Background: an optimization exercise with open tools, aiming at small area. Do not read the settings as production practice. Where RTL was checked, it was by simulation tests only, not by an equivalence proof against the original. Only the layout flow was run in run 1; the RTL was not checked for function there. Power figures rest on the tool's default switching activity, not on a simulated workload.

$ cat design.v
module lidar_roi_depth_estimator (
  input  logic               clk,
  input  logic               rst_n,
  input  logic               start,
  output logic               busy,
  input  logic               in_op,
  input  logic [11:0]        in_box_center_col,
  input  logic [11:0]        in_box_center_row,
  input  logic [11:0]        in_box_width,
  input  logic [11:0]        in_box_height,
  input  logic signed [19:0] in_point_fwd,
  input  logic signed [19:0] in_point_left,
  input  logic signed [19:0] in_point_up,
  input  logic               in_last_point,
  output logic               out_valid,
  output logic               out_measured,
  output logic signed [20:0] out_depth_mm,
  output logic [16:0]        out_inside_count,
  input  logic               cfg_we,
  input  logic [2:0]         cfg_index,
  input  logic [15:0]        cfg_wdata
);
  localparam logic [15:0] D_FX = 16'd9600;
  localparam logic [15:0] D_FY = 16'd9600;
  localparam logic [15:0] D_PX = 16'd5120;
  localparam logic [15:0] D_PY = 16'd3840;
  localparam logic [15:0] D_OR = 16'hffdb;   
  localparam logic [15:0] D_OD = 16'd32;
  localparam logic [15:0] D_OF = 16'd48;
  logic [15:0] fx, fy, px, py, orr, od, of;
  logic [15:0] w0, w1;
  assign w0 = cfg_wdata & {16{rst_n}};
  assign w1 = cfg_wdata | {16{~rst_n}};
  function automatic logic [15:0] wdef(input logic [15:0] d);
    wdef = (d & w1) | (~d & w0);
  endfunction
  always_ff @(posedge clk) begin
    if (!rst_n || (cfg_we && cfg_index == 3'd0)) fx  <= wdef(D_FX);
    if (!rst_n || (cfg_we && cfg_index == 3'd1)) fy  <= wdef(D_FY);
    if (!rst_n || (cfg_we && cfg_index == 3'd2)) px  <= wdef(D_PX);
    if (!rst_n || (cfg_we && cfg_index == 3'd3)) py  <= wdef(D_PY);
    if (!rst_n || (cfg_we && cfg_index == 3'd4)) orr <= wdef(D_OR);
    if (!rst_n || (cfg_we && cfg_index == 3'd5)) od  <= wdef(D_OD);
    if (!rst_n || (cfg_we && cfg_index == 3'd6)) of  <= wdef(D_OF);
  end
  localparam logic [2:0] P_IDLE = 3'd0, P_PRE = 3'd1, P_EVAL = 3'd2, P_SUM = 3'd3,
                         P_CNT = 3'd4, P_NEG = 3'd5, P_DIV = 3'd6, P_DEP = 3'd7;
  logic [2:0]  ph;
  logic [5:0]  j;
  logic [1:0]  sub;
  logic [1:0]  e;        
  logic        acc;
  logic [11:0] bcol, brow;
  logic [9:0]  bhw, bhh;
  logic        have_box;
  logic [19:0] pf, pl, pu;
  logic        plast;
  logic [35:0] ring;
  logic [16:0] cnt;
  logic [19:0] A;
  logic        ok, lneg, cznz, outv, zf;
  logic        cxc, czc;
  assign busy = (ph != P_IDLE);
  assign acc  = start && (ph == P_IDLE);
  logic        axis, isl, j0;
  logic        f_j, of_j, offa_j, pa_j, cx_j, cz_j, cxci, czci;
  assign axis = e[1];
  assign isl  = ~e[0];
  assign j0   = (j == 6'd0);
  always_comb begin
    f_j    = (j >= 6'd19) ? pf[19] : pf[j[4:0]];
    of_j   = (j >= 6'd15) ? of[15] : of[j[3:0]];
    offa_j = axis ? ((j >= 6'd15) ? od[15] : od[j[3:0]])
                  : ((j >= 6'd15) ? orr[15] : orr[j[3:0]]);
    pa_j   = axis ? ((j >= 6'd19) ? pu[19] : pu[j[4:0]])
                  : ((j >= 6'd19) ? pl[19] : pl[j[4:0]]);
  end
  assign cxci = j0 ? 1'b1 : cxc;
  assign czci = j0 ? 1'b0 : czc;
  assign cx_j = offa_j ^ ~pa_j ^ cxci;     
  assign cz_j = f_j ^ of_j ^ czci;         
  logic        last_bit;   
  logic        gate_a, inv, dlt;
  logic [19:0] braw, bop, ain, sum;
  logic        cin;
  assign last_bit = (j == 6'd20);
  always_comb begin
    braw   = '0;
    inv    = 1'b0;
    dlt    = 1'b0;
    gate_a = 1'b0;
    case (ph)
      P_PRE: begin
        gate_a = (sub == 2'd0);
        if (sub == 2'd0) braw = {4'd0, axis ? brow : bcol, 4'd0};
        else begin
          braw = {6'd0, axis ? bhh : bhw, 4'd0};
          inv  = 1'b1;
        end
      end
      P_EVAL: begin
        gate_a = j0 && (sub == 2'd0);
        case (sub)
          2'd0: begin
            if (cx_j) braw = {4'd0, axis ? fy : fx};
            inv = last_bit;
          end
          2'd1: begin
            if (cz_j) braw = {4'd0, axis ? py : px};
            inv = last_bit;
          end
          2'd2: begin
            dlt = isl && !lneg && cz_j;
            if (cz_j) braw = {4'd0, axis ? brow : bcol, {4{dlt}}};
            inv = ~last_bit;
          end
          default: begin
            if (cz_j) braw = {6'd0, axis ? bhh : bhw, 4'd0};
            inv = isl ? last_bit : ~last_bit;
          end
        endcase
      end
      P_CNT: begin
        gate_a = 1'b1;
        if (!zf) braw = {3'd0, cnt};
      end
      P_DIV: begin
        braw = {3'd0, cnt};
        inv  = 1'b1;
      end
      default: ;
    endcase
  end
  assign ain = gate_a ? {20{(ph == P_EVAL) && isl && lneg}} : A;
  assign bop = braw ^ {20{inv}};
  assign cin = inv ^ dlt ^ (ph == P_CNT && ok);
  assign sum = ain + bop + {19'd0, cin};
  logic in_e, czpos;
  assign in_e    = sum[19] ^ isl;
  assign czpos   = !cz_j && cznz;      
  logic ra, rb, rci, rnew;
  always_comb begin
    ra  = ring[0];
    rb  = 1'b0;
    rci = 1'b0;
    case (ph)
      P_SUM: begin ra = ring[0] & !zf; rb = f_j; rci = j0 ? 1'b0 : czc; end
      P_NEG: begin ra = ~ring[0]; rci = j0 ? 1'b1 : czc; end
      P_DEP: begin ra = (ring[0] ^ lneg) & !zf; rb = of_j & !zf; rci = j0 ? (lneg & !zf) : czc; end
      default: ;
    endcase
    rnew = ra ^ rb ^ rci;
  end
  always_ff @(posedge clk) begin
    if (acc && !in_op) begin
      bcol <= in_box_center_col;
      brow <= in_box_center_row;
      bhw  <= in_box_width[11:2];
      bhh  <= in_box_height[11:2];
    end
    if (acc && in_op) begin
      pf    <= in_point_fwd;
      pl    <= in_point_left;
      pu    <= in_point_up;
      plast <= in_last_point;
    end
    case (ph)
      P_PRE: if (sub == 2'd0) A <= sum;
      P_EVAL: begin
        if (sub == 2'd3) A <= {sum[19], sum[19:1]};
        else A <= sum;
      end
      P_CNT: if (sub == 2'd0) A <= sum;
      P_DIV: begin
        if (sub == 2'd0) A <= {(j0 ? 19'd0 : A[18:0]), ring[35]};
        else if (!sum[19]) A <= sum;
      end
      default: ;
    endcase
    if (ph == P_SUM || ph == P_NEG || ph == P_DEP) ring <= {rnew, ring[35:1]};
    else if (ph == P_DIV && sub == 2'd1) ring <= {ring[34:0], !sum[19]};
    if (ph == P_CNT && sub == 2'd1) cnt <= A[16:0];
    if (ph == P_EVAL && sub == 2'd3) begin
      cxc <= (offa_j & ~pa_j) | (offa_j & cxci) | (~pa_j & cxci);
      czc <= (f_j & of_j) | (f_j & czci) | (of_j & czci);
    end else if (ph != P_EVAL) begin
      czc <= (ra & rb) | (ra & rci) | (rb & rci);
    end
    if (ph == P_EVAL && sub == 2'd3) begin
      cznz <= (j0 ? 1'b0 : cznz) | cz_j;
    end
    if (ph == P_PRE && sub == 2'd1) lneg <= sum[19];
    if (!rst_n) begin
      ph       <= P_IDLE;
      outv     <= 1'b0;
      have_box <= 1'b0;
      zf       <= 1'b1;
      j        <= '0;
      sub      <= '0;
      e        <= '0;
    end else begin
      outv <= 1'b0;
      if (acc && !in_op) have_box <= 1'b1;
      if ((acc && !in_op) || outv) zf <= 1'b1;
      case (ph)
        P_IDLE: begin
          j   <= '0;
          sub <= '0;
          e   <= '0;
          if (acc && in_op) begin
            ph <= P_PRE;
            ok <= have_box && !cnt[16];
          end
        end
        P_PRE: begin
          sub <= sub + 2'd1;
          if (sub == 2'd1) begin
            sub <= '0;
            ph  <= P_EVAL;
          end
        end
        P_EVAL: begin
          sub <= sub + 2'd1;
          if (sub == 2'd3) begin
            j <= j + 6'd1;
            if (last_bit) begin
              j  <= '0;
              ok <= ok && in_e && czpos;
              e  <= e + 2'd1;
              if (e == 2'd3) ph <= (ok && in_e && czpos) ? P_SUM : P_CNT;
              else if (e[0]) ph <= P_PRE;
            end
          end
        end
        P_SUM: begin
          j <= j + 6'd1;
          if (j == 6'd35) begin
            j  <= '0;
            ph <= P_CNT;
          end
        end
        P_CNT: begin
          sub <= sub + 2'd1;
          if (sub == 2'd1 || !(ok || (plast && zf))) begin
            sub <= '0;
            if (ok) zf <= 1'b0;
            if (!plast) ph <= P_IDLE;
            else if (ok || !zf) begin
              lneg <= ring[35];
              ph   <= ring[35] ? P_NEG : P_DIV;
            end else begin
              ph <= P_DEP;
            end
          end
        end
        P_NEG: begin
          j <= j + 6'd1;
          if (j == 6'd35) begin
            j  <= '0;
            ph <= P_DIV;
          end
        end
        P_DIV: begin
          sub <= sub ^ 2'd1;
          if (sub == 2'd1) begin
            j <= j + 6'd1;
            if (j == 6'd35) begin
              j  <= '0;
              ph <= P_DEP;
            end
          end
        end
        P_DEP: begin
          j <= j + 6'd1;
          if (j == 6'd35) begin
            j    <= '0;
            outv <= 1'b1;
            ph   <= P_IDLE;
          end
        end
        default: ph <= P_IDLE;
      endcase
    end
  end
  assign out_valid        = outv;
  assign out_measured     = !zf;
  assign out_depth_mm     = ring[20:0];
  assign out_inside_count = cnt;
endmodule
$ cat flow/run.sh
#!/bin/bash
# Standard ORFS layout with two changes: port buffers use the smallest buffer cell, and the
# clock tree uses clkbuf_16 with larger sink clusters and no dummy loads.
set -euo pipefail
bash standard.sh \
  "BUFFER_PORTS_ARGS=-buffer_cell sky130_fd_sc_hd__buf_1" \
  "CTS_ARGS=-sink_clustering_enable -repair_clock_nets -dont_use_dummy_load -buf_list sky130_fd_sc_hd__clkbuf_16 -sink_clustering_size 30 -sink_clustering_max_diameter 100" \
  finish > make_finish.log 2>&1
$ cat standard.sh
#!/bin/bash
# synth_recipe.tcl (not shown) runs the flow's synth.tcl, then flattens the netlist and writes it again
# the make line also repeats each setting of config.mk as NAME=value (left out here)
make -C /OpenROAD-flow-scripts/flow DESIGN_CONFIG=/design/flow/config.mk WORK_HOME=/design/flow/orfs CLKGATE_MAP_FILE= SYNTH_SCRIPT=/design/flow/synth_recipe.tcl "${@:-finish}"
$ cat config.mk
export PLATFORM = sky130hd
export DESIGN_NAME = lidar_roi_depth_estimator
export DESIGN_NICKNAME = lidar_roi_depth_estimator
export VERILOG_FILES = /design/flow/design.v
export SDC_FILE = /design/flow/constraint.sdc
export NUM_CORES = 4
export LEC_CHECK = 0
export CAP_MARGIN = 20
export CORE_MARGIN = 2
export CORE_UTILIZATION = 40
export SLEW_MARGIN = 20
$ cat constraint.sdc
create_clock -name core_clock -period 11.0 [get_ports {clk}]
set_input_delay 2.2000 -clock core_clock [delete_from_list [all_inputs] [get_ports {clk}]]
set_output_delay 2.2000 -clock core_clock [all_outputs]
set_load 0.01 [all_outputs]
==> reports/summary.txt, run 1 <==
Yosys warns = 1
Largest clock skew in the final design = 0.0685 ns
CP endpoint kind = flop
Gate family responsible for the most delay along the worst path = compound AO/OA/AOI/OAI gates
Power per standard cell area = 208 nW/µm²
Total clock buffers created by CTS = 14
Global-route usage over all layers = 16.8%
Post-detailed-routing wire length = 32.9 mm
Final clock period utilization by the worst path = 73.7%
Kind of critical path = flop to flop
Crit start category = flop
Average wire per cell in the routed design = 20.2 µm
Clock-pin slew on the worst setup and hold paths = 0.12 ns
Worst voltage drop across the vdd grid = 0.104 mV
Critical Path Fanout Max = 23
Setup violators final = 0
Routability-driven placement congestion ratio = 0.897
Number of core rows = 70
Max capacitance violation total = 0
Max_slew headroom = 28.7%
Area taken by multi-input logic gates = 5160 µm²
Number of hold violations in the final report = 0
Detail Route Antenna Nets = 0
Outcome = no timing/DRC/antenna violations
Final-report max-slew violation count = 0
IO Port Bufs = 169
Clock tree from TritonCTS = done
Core outline area = 36400 µm²
Arrival time worst endpoint = 8.29 ns
Layout Cell Area excl Fill = 16200 µm²
Die footprint = 38300 µm²
Initial antenna violation count = 0
Leakage power summed over all cells = 5.27 nW
Cell chain of the critical path = buf_4 > mux4_2 > mux4_2 > inv_1 > o21ai_0 > mux4_2 > inv_1 > fa_1 > nand2_1 > o22ai_1 > o21ai_0 > nand2_1 > xor2_1 > ha_1 > nor2b_1 > o31a_1 > o41a_1 > a41o_1 > a211oi_2 > xnor2_1 > a211oi_1 > a311o_1 > buf_8
Mapped Nets = 1196
Count of hold buffers inserted by post-cts repair = 0
Dominant cell type by count on the critical path = mux4_2
Boundary pin count = 174
N_diodes = 0
Via count of the first global-routing pass = 8945
R2R depth = 23
Skew-Pair Late Insertion Delay = 0.53 ns
Global-route wire length before repair = 50.4 mm
Synthesized instance count = 1033
Number of enable flip-flop cells after synthesis = 294
Max clock buf depth = 3
Share of the yosys chip area belonging to registers = 62.3%
Crit path required time = 11.18 ns
Area of all sequential standard cells = 9170 µm²
HP Class = flop to flop
Unrepaired setup endpoints after global routing = no
Detail-routed via count per cell = 5.52
Post-layout net count = 1327
Number of distinct library cells after synthesis = 73
Drt first-iter violations = 689
Fillcell total = 3276
Hold depth = 1
Clock sink total = 311
Layout cell share with drive strength beyond 1 = 10.4%
Root Buffer = clkbuf_16
H-tree lvl count = 1
Netlist Area Pre-Place = 14700 µm²
Die boundary height = 196 µm
Die Span X = 196 µm
Post-synthesis average cell area = 14.2 µm²
Overall overflow remaining after global route = 0
Least-Margin Pin Slew = 1.07 ns
Commonest cells after routing, fill and taps aside = edfxtp_1, buf_1, nand2_1
CP bufs+invs = 4
Setup TNS = 0 ns
Clock period minus final worst setup slack = 8.10 ns
Initial Utilization = 40.4%
Post-CTS Setup Repair Bufs = 0
Dpl hpwl = 22.9 mm
Total iterations of the first detailed-routing run = 5
Most used flip-flop cell after synthesis = edfxtp_1
Post-route DRC = 0
Longest individual stage delay on the worst path = 0.86 ns
Count of state elements after synthesis = 311
Cell with the biggest individual delay on the critical path = dfxtp_2
Number of instances resized during post-cts repair = 0
Stages on the worst setup path = 23
Async set or reset register ratio after synthesis = 0%
Vias = 8990
P&R area growth vs syn = 9.74%
Pin count of the biggest net entering global routing = 62
Fmax = 0.123 GHz
Most frequent standard cell in the layout excluding fill and tap cells = edfxtp_1
Cell area after placement = 15800 µm²
## power breakdown
group | switching, mW | internal (mW) | leakage [nW]
Combinational | 0.680 | 0.507 | 2.18
Sequential | 0.0889 | 1.51 | 2.91
Clock | 0.343 | 0.231 | 0.173
Total | 1.11 | 2.25 | 5.27
## layer usage
metal,GRT usage (%),wire length [µm],up-vias
met3,2.51,1680,43
li1,-,-,4232
met1,22.7,14300,4453
met4,4.04,801,0
met2,28.6,16100,262
met5,0,0,-
## registers in the layout, summed over array words and instances (netlist names), 12 cells and up
| name | flops |
|---|---|
| bcol | 12 |
| brow | 12 |
| pl | 20 |
| fy | 16 |
| orr | 16 |
| cnt | 17 |
| fx | 16 |
| pu | 20 |
| px | 16 |
| of | 16 |
| pf | 20 |
| od | 16 |
| A | 20 |
| ring | 36 |
| py | 16 |
## synth_stat cells, types with 14 or more instances
cell / count / area [µm²]
clkbuf_1: 31 / 116
nand2_1: 64 / 240
mux2i_1: 54 / 541
nand3_1: 21 / 105
edfxtp_1: 294 / 8830
mux4_2: 35 / 788
o221ai_1: 20 / 175
and2_1: 23 / 144
mux2_2: 37 / 417
nor2_1: 38 / 143
dfxtp_1: 17 / 340
o21a_1: 22 / 165
o21ai_0: 44 / 220
a22oi_1: 14 / 105
buf_4: 22 / 165
xor2_1: 27 / 236
a21oi_1: 34 / 170
ha_1: 25 / 313
inv_1: 23 / 86.3
o22ai_1: 18 / 113
nand2b_1: 27 / 169
## worst paths after layout
path / startpoint / slack [ns] / endpoint
max: j[0] / 2.90 / A[9]
min: have_box / 0.47 / have_box
max reg2reg: j[0] / 2.90 / A[9]
min reg2reg: have_box / 0.47 / have_box
## cell families (layout without fill, tap and decap cells)
kind of cell             Yosys count  after routing  synth area share [%]
XOR/XNOR                          40             40                  2.47
adder cells (fa/ha/maj)           30             30                  2.81
buffers and inverters             95            224                  3.15
multiplexers                     126            126                  11.9
flip-flops                       311            311                  62.3
AND/OR/NAND/NOR                  217            217                  7.52
AO/OA/AOI/OAI                    214            214                  9.89
## area by class of cell
cell class / count / area share, %
clock buffers: 14 / 2.17
repair buffers: 186 / 4.90
inverters: 24 / 0.558
multi-input cells: 627 / 31.9
well taps: 468 / 3.63
flip-flops and latches: 311 / 56.8
## per-stage QoR
step           std cells  setup slack, ns  power, mW  util (%)  hold WS [ns]
3_5_place_dp        1615             2.81       2.80      43.3         0.452
3_3_place_gp        1614             2.65       2.79      43.2         0.446
6_report            1630             2.90       3.36      44.3         0.474
5_1_grt             1630             2.41       3.57      44.3         0.498
2_1_floorplan       1033             4.25       2.51         -         0.433
4_1_cts             1629             2.72       3.38      44.3         0.480
==> run 2: changes to the inputs <==
--- a/design.v
+++ b/design.v
@@ -60,4 +60,4 @@
   logic [19:0] A;
-  logic        ok, lneg, cznz, outv, zf;
-  logic        cxc, czc;
+  logic        ok, lneg, sticky, cznz, neg, outv;
+  logic        cxc, czc, rc;
   assign busy = (ph != P_IDLE);
@@ -124,3 +124,3 @@
         gate_a = 1'b1;
-        if (!zf) braw = {3'd0, cnt};
+        braw   = {3'd0, cnt};
       end
@@ -133,8 +133,9 @@
   end
-  assign ain = gate_a ? {20{(ph == P_EVAL) && isl && lneg}} : A;
+  assign ain = gate_a ? 20'd0 : A;
   assign bop = braw ^ {20{inv}};
-  assign cin = inv ^ dlt ^ (ph == P_CNT && ok);
+  assign cin = inv ^ dlt ^ (ph == P_CNT);
   assign sum = ain + bop + {19'd0, cin};
-  logic in_e, czpos;
-  assign in_e    = sum[19] ^ isl;
+  logic sum_pos, in_e, czpos;
+  assign sum_pos = !sum[19] && ((sum != 20'd0) || sticky);
+  assign in_e    = isl ? (lneg ? sum_pos : !sum[19]) : sum[19];
   assign czpos   = !cz_j && cznz;      
@@ -146,6 +147,5 @@
     case (ph)
-      P_SUM: begin ra = ring[0] & !zf; rb = f_j; rci = j0 ? 1'b0 : czc; end
-      P_NEG: begin ra = ~ring[0]; rci = j0 ? 1'b1 : czc; end
-      P_DEP: begin ra = (ring[0] ^ lneg) & !zf; rb = of_j & !zf; rci = j0 ? (lneg & !zf) : czc; end
-      default: ;
+      P_SUM: begin rb = f_j;  rci = j0 ? 1'b0 : rc; end
+      P_NEG: begin ra = ~ring[0]; rci = j0 ? 1'b1 : rc; end
+      default: begin ra = ring[0] ^ neg; rb = of_j; rci = j0 ? neg : rc; end
     endcase
@@ -153,2 +153,4 @@
   end
+  logic clr;
+  assign clr = !rst_n || outv || (acc && !in_op);
   always_ff @(posedge clk) begin
@@ -179,5 +181,7 @@
     endcase
-    if (ph == P_SUM || ph == P_NEG || ph == P_DEP) ring <= {rnew, ring[35:1]};
+    if (clr) ring <= '0;
+    else if (ph == P_SUM || ph == P_NEG || ph == P_DEP) ring <= {rnew, ring[35:1]};
     else if (ph == P_DIV && sub == 2'd1) ring <= {ring[34:0], !sum[19]};
-    if (ph == P_CNT && sub == 2'd1) cnt <= A[16:0];
+    if (clr) cnt <= '0;
+    else if (ph == P_CNT && sub == 2'd1) cnt <= A[16:0];
     if (ph == P_EVAL && sub == 2'd3) begin
@@ -185,8 +189,6 @@
       czc <= (f_j & of_j) | (f_j & czci) | (of_j & czci);
-    end else if (ph != P_EVAL) begin
-      czc <= (ra & rb) | (ra & rci) | (rb & rci);
-    end
-    if (ph == P_EVAL && sub == 2'd3) begin
+      sticky <= (j0 ? 1'b0 : sticky) | sum[0];
       cznz <= (j0 ? 1'b0 : cznz) | cz_j;
     end
+    rc <= (ra & rb) | (ra & rci) | (rb & rci);
     if (ph == P_PRE && sub == 2'd1) lneg <= sum[19];
@@ -196,3 +198,2 @@
       have_box <= 1'b0;
-      zf       <= 1'b1;
       j        <= '0;
@@ -203,3 +204,2 @@
       if (acc && !in_op) have_box <= 1'b1;
-      if ((acc && !in_op) || outv) zf <= 1'b1;
       case (ph)
@@ -243,11 +243,11 @@
           sub <= sub + 2'd1;
-          if (sub == 2'd1 || !(ok || (plast && zf))) begin
+          if (sub == 2'd1 || !ok) begin
             sub <= '0;
-            if (ok) zf <= 1'b0;
             if (!plast) ph <= P_IDLE;
-            else if (ok || !zf) begin
-              lneg <= ring[35];
-              ph   <= ring[35] ? P_NEG : P_DIV;
+            else if (ok || cnt != 17'd0) begin
+              neg <= ring[35];
+              ph  <= ring[35] ? P_NEG : P_DIV;
             end else begin
-              ph <= P_DEP;
+              outv <= 1'b1;
+              ph   <= P_IDLE;
             end
@@ -285,3 +285,3 @@
   assign out_valid        = outv;
-  assign out_measured     = !zf;
+  assign out_measured     = (cnt != 17'd0);
   assign out_depth_mm     = ring[20:0];
==> run.sh (new file) <==
#!/bin/bash
# synth_recipe.tcl (not shown) runs the flow's synth.tcl, then flattens the netlist and writes it again
# the make line also repeats each setting of config.mk as NAME=value (left out here)
make -C /OpenROAD-flow-scripts/flow DESIGN_CONFIG=/design/flow/config.mk WORK_HOME=/design/flow/orfs CLKGATE_MAP_FILE= SYNTH_SCRIPT=/design/flow/synth_recipe.tcl finish
removed: flow/run.sh
removed: standard.sh
==> reports/summary.txt, run 2 <==
Outcome = no timing/DRC/antenna violations (unchanged)
Core outline area = 37500 µm² (was 36400 µm²)
Global-route usage over all layers = 19.6% (was 16.8%)
Final-report max-slew violation count = 0 (unchanged)
Post-synthesis average cell area = 12.2 µm² (was 14.2 µm²)
Dominant cell type by count on the critical path = fa_1 (was mux4_2)
Cell chain of the critical path = buf_4 > mux4_2 > mux4_2 > mux2_2 > fa_1 > nor4bb_1 > nor2_1 > o21ai_0 > xnor2_1 > fa_1 > inv_1 > fa_1 > a21o_1 > a221oi_2 > nand2_1 > a221o_2 > xnor2_2 > or3b_1 > nor4_2 > nand3_2 > a21oi_2 > o21ai_1 (was buf_4 > mux4_2 > mux4_2 > inv_1 > o21ai_0 > mux4_2 > inv_1 > fa_1 > nand2_1 > o22ai_1 > o21ai_0 > nand2_1 > xor2_1 > ha_1 > nor2b_1 > o31a_1 > o41a_1 > a41o_1 > a211oi_2 > xnor2_1 > a211oi_1 > a311o_1 > buf_8)
Unrepaired setup endpoints after global routing = no (unchanged)
Number of enable flip-flop cells after synthesis = 244 (was 294)
Top-count cell post-synth = edfxtp_1 (unchanged)
Fraction of power consumed by the clock network = 30.7% (was 17.1%)
Area share of the largest cell type after synthesis = 48.4% (was 60.0%)
CP bufs+invs = 2 (was 4)
Clock period minus final worst setup slack = 8.20 ns (was 8.10 ns)
Top cell type by total area after synthesis = edfxtp_1 (unchanged)
Final clock period utilization by the worst path = 74.6% (was 73.7%)
Sequential share of power = 37.8% (was 47.6%)
Switching part of the total = 32.3% (was 33.1%)
Root Buffer = clkbuf_16 (unchanged)
Setup violators final = 0 (unchanged)
Initial Utilization = 40.4% (about the same)
Max_slew headroom = 28.5% (was 28.7%)
Routability-driven placement congestion ratio = 0.871 (was 0.897)
Arrival time worst endpoint = 8.47 ns (was 8.29 ns)
Boundary pin count = 174 (unchanged)
Average wire per cell in the routed design = 19.9 µm (was 20.2 µm)
Layout cell share with drive strength beyond 1 = 11.8% (was 10.4%)
Top cells by area, synth = edfxtp_1, dfxtp_1, mux4_2 (was edfxtp_1, mux4_2, mux2i_1)
Cell area after placement = 17200 µm² (was 15800 µm²)
Detail-routed via count per cell = 5.50 (was 5.52)
Initial antenna violation count = 0 (unchanged)
CP endpoint kind = flop (unchanged)
Largest clock skew in the final design = 0.0247 ns (was 0.0685 ns)
Pin count of the biggest net entering global routing = 62 (unchanged)
Setup ws final = 2.80 ns (was 2.90 ns)
Vias = 10500 (was 8990)
Global-route wire length before repair = 59.3 mm (was 50.4 mm)
Via count of the first global-routing pass = 10400 (was 8945)
Total iterations of the first detailed-routing run = 7 (was 5)
Layout Cell Area excl Fill = 18500 µm² (was 16200 µm²)
Async set or reset register ratio after synthesis = 0% (unchanged)
Share of the yosys chip area belonging to registers = 57.6% (was 62.3%)
Mapped Nets = 1408 (was 1196)
Clock-pin slew on the worst setup and hold paths = 0.06 ns (was 0.12 ns)
IO Port Bufs = 169 (unchanged)
Part of the total power dissipated in combinational logic = 31.5% (was 35.3%)
Drt first-iter violations = 877 (was 689)
Number of instances resized during post-cts repair = 0 (unchanged)
Netlist Area Pre-Place = 15100 µm² (was 14700 µm²)
Count of state elements after synthesis = 313 (was 311)
Die boundary height = 198 µm (was 196 µm)
Number of distinct library cells after synthesis = 73 (unchanged)
Detail Route Antenna Nets = 0 (unchanged)
Yosys warns = 1 (unchanged)
HP Class = flop to flop (unchanged)
Skew-Pair Late Insertion Delay = 0.54 ns (was 0.53 ns)
Least-Margin Pin Slew = 1.07 ns (about the same)
Setup TNS = 0 ns (unchanged)
Flip-flop count of the largest register, all copies and words added = 36 (unchanged)
Clock sink total = 313 (was 311)
Post-route DRC = 0 (unchanged)
Kind of critical path = flop to flop (unchanged)
Longest individual stage delay on the worst path = 1.05 ns (was 0.86 ns)
Worst voltage drop across the vdd grid = 0.127 mV (was 0.104 mV)
Die Span X = 198 µm (was 196 µm)
P&R area growth vs syn = 22.1% (was 9.74%)
Max capacitance violation total = 0 (unchanged)
Cell internal pwr = 2.76 mW (was 2.25 mW)
N_diodes = 0 (unchanged)
Dpl hpwl = 26.2 mm (was 22.9 mm)
Most frequent standard cell in the layout excluding fill and tap cells = edfxtp_1 (unchanged)
Largest register by flop count = ring (unchanged)
Critical Path Fanout Max = 18 (was 23)
Gate family responsible for the most delay along the worst path = simple AND/OR/NAND/NOR gates (was compound AO/OA/AOI/OAI gates)
Power per standard cell area = 220 nW/µm² (was 208 nW/µm²)
Top cell types by occurrence after synthesis = edfxtp_1, nand2_1, a21oi_1, clkbuf_1, dfxtp_1 (was edfxtp_1, nand2_1, mux2i_1, o21ai_0, nor2_1)
Count of hold buffers inserted by post-cts repair = 0 (unchanged)
Max clock buf depth = 3 (unchanged)
Post-CTS Setup Repair Bufs = 0 (unchanged)
Overall overflow remaining after global route = 0 (unchanged)
Total clock buffers created by CTS = 36 (was 14)
Cell with the biggest individual delay on the critical path = fa_1 (was dfxtp_2)
Leakage power summed over all cells = 6.17 nW (was 5.27 nW)
Synthesized instance count = 1244 (was 1033)
H-tree lvl count = 2 (was 1)
Crit start category = flop (unchanged)
Pre-CTS worst setup slack = 2.73 ns (was 2.81 ns)
Die footprint = 39400 µm² (was 38300 µm²)
Post-detailed-routing wire length = 38.2 mm (was 32.9 mm)
Clock tree from TritonCTS = done (unchanged)
Number of core rows = 71 (was 70)
Post-layout net count = 1541 (was 1327)
Net load switching power = 1.31 mW (was 1.11 mW)
Commonest cells after routing, fill and taps aside = edfxtp_1, clkdlybuf4s50_1, nand2_1 (was edfxtp_1, buf_1, nand2_1)
Number of hold violations in the final report = 0 (unchanged)
Final design utilization = 49.3% (was 44.3%)
Fmax = 0.122 GHz (was 0.123 GHz)
Crit path required time = 11.26 ns (was 11.18 ns)
Most used flip-flop cell after synthesis = edfxtp_1 (unchanged)
[run 2: final cells by class]
cell class,instances,area (µm²)
fillers,3379,19000
multi-input cells,813,5930
flip-flops and latches,313,8710
repair buffers,195,1880
clock inverters,17,218
inverters,18,67.6
well taps,511,639
clock buffers,48,1030
[run 2: path summary, 6_finish.rpt]
kind            start  endpoint  slack [ns]  cells after the start
max              j[0]        ok        2.80                     22
min reg2reg  have_box  have_box        0.47                      1
min          have_box  have_box        0.47                      1
max reg2reg      j[0]        ok        2.80                     22
[run 2: stage by stage]
stage / total power, mW / hold slack (ns) / instances
2_1_floorplan: 2.48 / 0.441 / 1244
3_3_place_gp: 2.81 / 0.450 / 1850
3_5_place_dp: 2.83 / 0.459 / 1850
4_1_cts: 4.09 / 0.473 / 1915
5_1_grt: 4.30 / 0.496 / 1915
6_report: 4.07 / 0.473 / 1915
[run 2: power by group through the flow]
| stage | clock network, mW | registers [mW] | logic, mW |
|---|---|---|---|
| CTS | 1.27 | 1.54 | 1.28 |
| global placement | 0 | 1.56 | 1.25 |
| floorplan | 0 | 1.53 | 0.941 |
| global route | 1.33 | 1.56 | 1.42 |
| detailed placement | 0 | 1.56 | 1.27 |
| finish | 1.25 | 1.54 | 1.28 |
[run 2: kinds of logic after synthesis]
logic type,after synthesis,synth area share (%)
compound gates,297,12.8
buf+inv,118,3.49
xor+xnor,40,2.37
flops,313,57.6
simple gates,344,11.2
mux,101,9.79
fa+ha+maj,31,2.81
[run 2: routing by layer]
layer  vias to the layer above  routed length, µm  track usage (%)
met5                         -                  0                0
met4                         0               1110             6.55
met3                        71               1810             3.15
met2                       275              18400             32.3
met1                      5229              16800             26.4
li1                       4957                  -                -

re-timing with driven ports:
The results above use ideal ports. As a check the final layouts listed here were re-extracted and re-timed, cells and wires unchanged.
Step 1 assumes that a clkbuf_16 drives the clock port and a buf_2 every other input.
Step 2 also shifts input and output timing later by t, the mid clock arrival at the registers, as if the neighbouring blocks saw the same clock.
a / b / c = ideal / step 1 / step 2; a / b = the first two.
run	t, ns	setup WS [ns]	latest minus earliest clock arrival (ns)
run 1	0.544	2.897 / 2.897 / 2.897	0.069 / 0.069
run 2	0.581	2.797 / 2.797 / 2.797	0.026 / 0.026
After both steps every run listed still meets setup and hold.
